Context: an optimization exercise on an open-source flow, tuned for small area. The choices shown serve that exercise and are no tape-out recipe.
In this exercise RTL edits were held to simulation tests only and were not proved equivalent to the original.
The flow treats the clock pin as an ideal source, which a real chip does not have.
Power and IR drop assume default switching activity.

==> flow/design.v (excerpt) <==
module bus_message_endpoint #(
  parameter logic [31:0] NODE_ID  = 32'd5,
  parameter int          TX_DEPTH = 4,
  parameter int          RX_DEPTH = 4
) (
  input  logic        clk,
  input  logic        rst_n,
  input  logic        flush,
  input  logic        core_val_i,
  output logic        core_ack_o,
  input  logic [31:0] core_dst_i,
  input  logic [31:0] core_tag_i,
  input  logic [63:0] core_msg_i,
  output logic        core_val_o,
  input  logic        core_rdy_i,
  output logic [31:0] core_src_o,
  output logic [31:0] core_tag_o,
  output logic [63:0] core_msg_o,
  output logic        net_tx_val_o,
  input  logic        net_tx_rdy_i,
  output logic [31:0] net_tx_dst_o,
  output logic [31:0] net_tx_src_o,
  output logic [31:0] net_tx_tag_o,
  output logic [63:0] net_tx_msg_o,
  input  logic        net_rx_val_i,
  output logic        net_rx_rdy_o,
  input  logic [31:0] net_rx_dst_i,
  input  logic [31:0] net_rx_src_i,
  input  logic [31:0] net_rx_tag_i,
  input  logic [63:0] net_rx_msg_i,
  output logic [15:0] drop_count_o
);
  localparam int TXW = 128;
  localparam int RXW = 128;
  logic           active;
  logic           core_is_local, local_cand;
  logic           net_match, net_cand, contention;
  logic           local_grant, net_grant;
  logic           remote_ack, local_ack;
  logic           net_acc, net_drop;
  logic           tx_push, tx_pop, tx_full, tx_empty;
  logic           rx_push, rx_pop, rx_full, rx_empty;
  logic [TXW-1:0] tx_wdata, tx_head;
  logic [RXW-1:0] rx_wdata, rx_head;
  logic           last_local_q, last_local_d;
  logic [15:0]    drop_count_q, drop_count_d;
  assign active        = rst_n & ~flush;
  assign core_is_local = (core_dst_i == NODE_ID);
  ...
For scale: roughly 2,300 cells after synthesis, roughly 600 I/O pins, roughly 40,000 sq um of cells after synthesis.
==> module bus_message_endpoint_fifo, before the edit <==
module bus_message_endpoint_fifo #(
  parameter int W     = 8,
  parameter int DEPTH = 4
) (
  input  logic         clk,
  input  logic         rst_n,
  input  logic         clear_i,
  input  logic         push_i,
  input  logic [W-1:0] wdata_i,
  input  logic         pop_i,
  output logic [W-1:0] rdata_o,
  output logic         full_o,
  output logic         empty_o
);
  localparam int AW = $clog2(DEPTH);
  localparam logic [AW:0] PTR_ONE = {{AW{1'b0}}, 1'b1};
  logic [W-1:0] mem_q [DEPTH];
  logic [AW:0]  wptr_q, wptr_d;
  logic [AW:0]  rptr_q, rptr_d;
  logic         push_ok, pop_ok;
  assign full_o  = (wptr_q[AW] != rptr_q[AW]) && (wptr_q[AW-1:0] == rptr_q[AW-1:0]);
  assign empty_o = (wptr_q == rptr_q);
  logic [DEPTH-1:0] rsel_n_q;
  always_comb begin
    rdata_o = '1;
    for (int i = 0; i < DEPTH; i++)
      rdata_o = rdata_o & (mem_q[i] | {W{rsel_n_q[i]}});
  end
  assign push_ok = push_i & ~full_o & ~clear_i;
  assign pop_ok  = pop_i & ~empty_o & ~clear_i;
  always_comb begin
    wptr_d = wptr_q;
    rptr_d = rptr_q;
    if (clear_i) begin
      wptr_d = '0;
      rptr_d = '0;
    end else begin
      if (push_ok) wptr_d = wptr_q + PTR_ONE;
      if (pop_ok)  rptr_d = rptr_q + PTR_ONE;
    end
  end
  always_ff @(posedge clk or negedge rst_n) begin
    if (!rst_n) begin
      wptr_q <= '0;
      rptr_q <= '0;
    end else begin
      wptr_q <= wptr_d;
      rptr_q <= rptr_d;
    end
  end
  always_ff @(posedge clk) begin
    for (int i = 0; i < DEPTH; i++) rsel_n_q[i] <= (rptr_d[AW-1:0] != AW'(i));
  end
  always_ff @(posedge clk) begin
    if (push_ok) mem_q[wptr_q[AW-1:0]] <= wdata_i;
  end
endmodule
==> module bus_message_endpoint, before the edit <==
module bus_message_endpoint #(
  parameter logic [31:0] NODE_ID  = 32'd5,
  parameter int          TX_DEPTH = 4,
  parameter int          RX_DEPTH = 4
) (
  input  logic        clk,
  input  logic        rst_n,
  input  logic        flush,
  input  logic        core_val_i,
  output logic        core_ack_o,
  input  logic [31:0] core_dst_i,
  input  logic [31:0] core_tag_i,
  input  logic [63:0] core_msg_i,
  output logic        core_val_o,
  input  logic        core_rdy_i,
  output logic [31:0] core_src_o,
  output logic [31:0] core_tag_o,
  output logic [63:0] core_msg_o,
  output logic        net_tx_val_o,
  input  logic        net_tx_rdy_i,
  output logic [31:0] net_tx_dst_o,
  output logic [31:0] net_tx_src_o,
  output logic [31:0] net_tx_tag_o,
  output logic [63:0] net_tx_msg_o,
  input  logic        net_rx_val_i,
  output logic        net_rx_rdy_o,
  input  logic [31:0] net_rx_dst_i,
  input  logic [31:0] net_rx_src_i,
  input  logic [31:0] net_rx_tag_i,
  input  logic [63:0] net_rx_msg_i,
  output logic [15:0] drop_count_o
);
  localparam int TXW = 128;
  localparam int RXW = 128;
  logic           active;
  logic           core_is_local, local_cand;
  logic           net_match, net_cand, contention;
  logic           local_grant, net_grant;
  logic           remote_ack, local_ack;
  logic           net_acc, net_drop;
  logic           tx_push, tx_pop, tx_full, tx_empty;
  logic           rx_push, rx_pop, rx_full, rx_empty;
  logic [TXW-1:0] tx_wdata, tx_head;
  logic [RXW-1:0] rx_wdata, rx_head;
  logic           last_local_q, last_local_d;
  logic [15:0]    drop_count_q, drop_count_d;
  assign active        = rst_n & ~flush;
  assign core_is_local = (core_dst_i == NODE_ID);
  assign local_cand    = core_val_i & core_is_local;
  assign net_match     = (net_rx_dst_i == NODE_ID);
  assign net_cand      = net_rx_val_i & net_match;
  assign contention    = local_cand & net_cand;
  assign local_grant = ~net_cand | ~last_local_q;
  assign net_grant   = ~local_cand | (net_cand & last_local_q);
  assign remote_ack = active & core_val_i & ~core_is_local & ~tx_full;
  assign local_ack  = active & local_cand & local_grant & ~rx_full;
  assign core_ack_o = remote_ack | local_ack;
  assign net_rx_rdy_o = active & (net_match ? (~rx_full & net_grant) : 1'b1);
  assign net_acc      = net_rx_val_i & net_rx_rdy_o & net_match;
  assign net_drop     = net_rx_val_i & net_rx_rdy_o & ~net_match;
  assign tx_push  = remote_ack;
  assign tx_wdata = {core_dst_i, core_tag_i, core_msg_i};
  assign rx_push  = local_ack | net_acc;
  assign rx_wdata = local_ack ? {NODE_ID, core_tag_i, core_msg_i}
                              : {net_rx_src_i, net_rx_tag_i, net_rx_msg_i};
  assign core_val_o   = active & ~rx_empty;
  assign rx_pop       = core_val_o & core_rdy_i;
  assign net_tx_val_o = active & ~tx_empty;
  assign tx_pop       = net_tx_val_o & net_tx_rdy_i;
  assign {core_src_o, core_tag_o, core_msg_o}   = rx_head;
  assign {net_tx_dst_o, net_tx_tag_o, net_tx_msg_o} = tx_head;
  assign net_tx_src_o = NODE_ID;
  assign drop_count_o = drop_count_q;
  always_comb begin
    last_local_d = last_local_q;
    if (flush) begin
      last_local_d = 1'b0;
    end else if (contention && !rx_full) begin
      last_local_d = local_ack;
    end
  end
  always_comb begin
    drop_count_d = drop_count_q;
    if (net_drop && (drop_count_q != 16'hFFFF)) drop_count_d = drop_count_q + 16'd1;
  end
  always_ff @(posedge clk or negedge rst_n) begin
    if (!rst_n) begin
      last_local_q <= 1'b0;
      drop_count_q <= 16'd0;
    end else begin
      last_local_q <= last_local_d;
      drop_count_q <= drop_count_d;
    end
  end
  bus_message_endpoint_fifo #(.W(TXW), .DEPTH(TX_DEPTH)) u_tx_fifo (
    .clk     (clk),
    .rst_n   (rst_n),
    .clear_i (flush),
    .push_i  (tx_push),
    .wdata_i (tx_wdata),
    .pop_i   (tx_pop),
    .rdata_o (tx_head),
    .full_o  (tx_full),
    .empty_o (tx_empty)
  );
  bus_message_endpoint_fifo #(.W(RXW), .DEPTH(RX_DEPTH)) u_rx_fifo (
    .clk     (clk),
    .rst_n   (rst_n),
    .clear_i (flush),
    .push_i  (rx_push),
    .wdata_i (rx_wdata),
    .pop_i   (rx_pop),
    .rdata_o (rx_head),
    .full_o  (rx_full),
    .empty_o (rx_empty)
  );
endmodule
==> flow/config.mk <==
export PLATFORM = sky130hd
export DESIGN_NAME = bus_message_endpoint
export DESIGN_NICKNAME = bus_message_endpoint
export VERILOG_FILES = /design/flow/design.v
export SDC_FILE = /design/flow/constraint.sdc
export NUM_CORES = 4
export LEC_CHECK = 0
export CAP_MARGIN = 20
export CORE_MARGIN = 2
export CORE_UTILIZATION = 65
export PLACE_DENSITY = 0.75
export SLEW_MARGIN = 20
==> flow/constraint.sdc <==
create_clock -name core_clock -period 8.0 [get_ports {clk}]
set_input_delay 1.6000 -clock core_clock [delete_from_list [all_inputs] [get_ports {clk}]]
set_output_delay 1.6000 -clock core_clock [all_outputs]
set_load 0.01 [all_outputs]
standard.sh (not shown) runs the stock make flow with config.mk's settings and CLKGATE_MAP_FILE= SYNTH_SCRIPT=/design/flow/synth_recipe.tcl, a recipe that flattens the netlist after the stock synthesis.
==> flow/flow/run.sh <==
#!/bin/bash
# Standard layout (the standard.sh, standard synthesis unchanged), built with:
#  - the smallest buffer cell as the port buffers;
#  - a clock tree of clkbuf_4 cells over clusters of up to 9 flip-flops (50 um across), with no
#    dummy loads;
#  - an area recovery step after clock tree synthesis (flow/post_cts.tcl).
set -euo pipefail
here=$(pwd)
bash standard.sh \
  "BUFFER_PORTS_ARGS=-buffer_cell sky130_fd_sc_hd__buf_1" \
  "CTS_ARGS=-sink_clustering_enable -repair_clock_nets -dont_use_dummy_load -buf_list sky130_fd_sc_hd__clkbuf_4 -sink_clustering_size 9 -sink_clustering_max_diameter 50" \
  "POST_CTS_TCL=$here/flow/post_cts.tcl" \
  finish > "$here/standard.log" 2>&1
==> flow/flow/post_cts.tcl <==
# Area recovery after clock tree synthesis: downsize cells off the critical
# paths (any footprint), then legalize again.
estimate_parasitics -placement
repair_timing -recover_power 100 -verbose
detailed_placement
check_placement -verbose
estimate_parasitics -placement
report_worst_slack -max
report_worst_slack -min
==> next run, changes <==
--- a/flow/design.v
+++ b/flow/design.v
@@ -13,13 +13,11 @@
   output logic         empty_o
 );
-  localparam int AW = $clog2(DEPTH);
-  localparam logic [AW:0] PTR_ONE = {{AW{1'b0}}, 1'b1};
-  logic [W-1:0] mem_q [DEPTH];
-  logic [AW:0]  wptr_q, wptr_d;
-  logic [AW:0]  rptr_q, rptr_d;
-  logic         push_ok, pop_ok;
-  assign full_o  = (wptr_q[AW] != rptr_q[AW]) && (wptr_q[AW-1:0] == rptr_q[AW-1:0]);
-  assign empty_o = (wptr_q == rptr_q);
+  localparam int CW = $clog2(DEPTH + 1);
+  logic [W-1:0]     mem_q [DEPTH];
+  logic [CW-1:0]    count_q, count_d;
+  logic             push_ok, pop_ok;
   logic [DEPTH-1:0] rsel_n_q;
+  assign full_o  = (count_q == CW'(DEPTH));
+  assign empty_o = (count_q == '0);
   always_comb begin
     rdata_o = '1;
@@ -30,28 +28,21 @@
   assign pop_ok  = pop_i & ~empty_o & ~clear_i;
   always_comb begin
-    wptr_d = wptr_q;
-    rptr_d = rptr_q;
-    if (clear_i) begin
-      wptr_d = '0;
-      rptr_d = '0;
-    end else begin
-      if (push_ok) wptr_d = wptr_q + PTR_ONE;
-      if (pop_ok)  rptr_d = rptr_q + PTR_ONE;
-    end
+    count_d = count_q;
+    if (clear_i)               count_d = '0;
+    else if (push_ok & ~pop_ok) count_d = count_q + CW'(1);
+    else if (pop_ok & ~push_ok) count_d = count_q - CW'(1);
   end
   always_ff @(posedge clk or negedge rst_n) begin
-    if (!rst_n) begin
-      wptr_q <= '0;
-      rptr_q <= '0;
-    end else begin
-      wptr_q <= wptr_d;
-      rptr_q <= rptr_d;
-    end
+    if (!rst_n) count_q <= '0;
+    else        count_q <= count_d;
   end
   always_ff @(posedge clk) begin
-    for (int i = 0; i < DEPTH; i++) rsel_n_q[i] <= (rptr_d[AW-1:0] != AW'(i));
+    for (int i = 0; i < DEPTH; i++) rsel_n_q[i] <= (count_d != CW'(i + 1));
   end
   always_ff @(posedge clk) begin
-    if (push_ok) mem_q[wptr_q[AW-1:0]] <= wdata_i;
+    if (push_ok) begin
+      mem_q[0] <= wdata_i;
+      for (int i = 1; i < DEPTH; i++) mem_q[i] <= mem_q[i-1];
+    end
   end
 endmodule
@@ -119,11 +110,11 @@
   assign tx_wdata = {core_dst_i, core_tag_i, core_msg_i};
   assign rx_push  = local_ack | net_acc;
-  assign rx_wdata = local_ack ? {NODE_ID, core_tag_i, core_msg_i}
-                              : {net_rx_src_i, net_rx_tag_i, net_rx_msg_i};
+  assign rx_wdata = (local_cand & local_grant) ? {NODE_ID, core_tag_i, core_msg_i}
+                                               : {net_rx_src_i, net_rx_tag_i, net_rx_msg_i};
   assign core_val_o   = active & ~rx_empty;
   assign rx_pop       = core_val_o & core_rdy_i;
   assign net_tx_val_o = active & ~tx_empty;
   assign tx_pop       = net_tx_val_o & net_tx_rdy_i;
-  assign {core_src_o, core_tag_o, core_msg_o}   = rx_head;
+  assign {core_src_o, core_tag_o, core_msg_o}       = rx_head;
   assign {net_tx_dst_o, net_tx_tag_o, net_tx_msg_o} = tx_head;
   assign net_tx_src_o = NODE_ID;
=>
- sequential share of layout area rises by 0.74 points
- hold slack loses 0.085 ns
- total power goes up by 1.5%
- non-clock buffer count falls by 13
- wire length is lower by 4.2%
- cell area came out lower by 1.5%
- global-route usage drops by 0.93 points
- setup slack improves by 0.46 ns
- combinational power goes up by 24%
- cell count falls by 1.6%
- first-iteration DRC count decreases by 3.2%

[re-timing with driven ports]
No port has a modelled driver above. Below, the same layouts with a new extraction and two added sets of constraints. Step 1: set_driving_cell puts a clkbuf_16 on clk and a buf_2 on each other input, an assumption about the parent block. Step 2 moves the port delays by t, midway between the first and last clock arrival at a register: inputs arrive t later, outputs are due t later. That takes back most of the time a late clock gives input paths. a / b / c = no drivers / after step 1 / after step 2; a / b = the first two.
run	t (ns)	slack for setup (ns)	latest minus earliest clock arrival (ns)	worst slew at a driven data input, ns	cell pins on the clock port's net
the first run	0.992	2.019 / 1.997 / 1.997	0.114 / 0.114	0.15	1
the second run	1.033	2.480 / 2.455 / 2.455	0.085 / 0.086	0.11	1
After both steps every run listed still meets setup and hold. The setup slack of the second run, which loses most, moves by -0.025 ns with the drivers and by -0.025 ns with both steps.
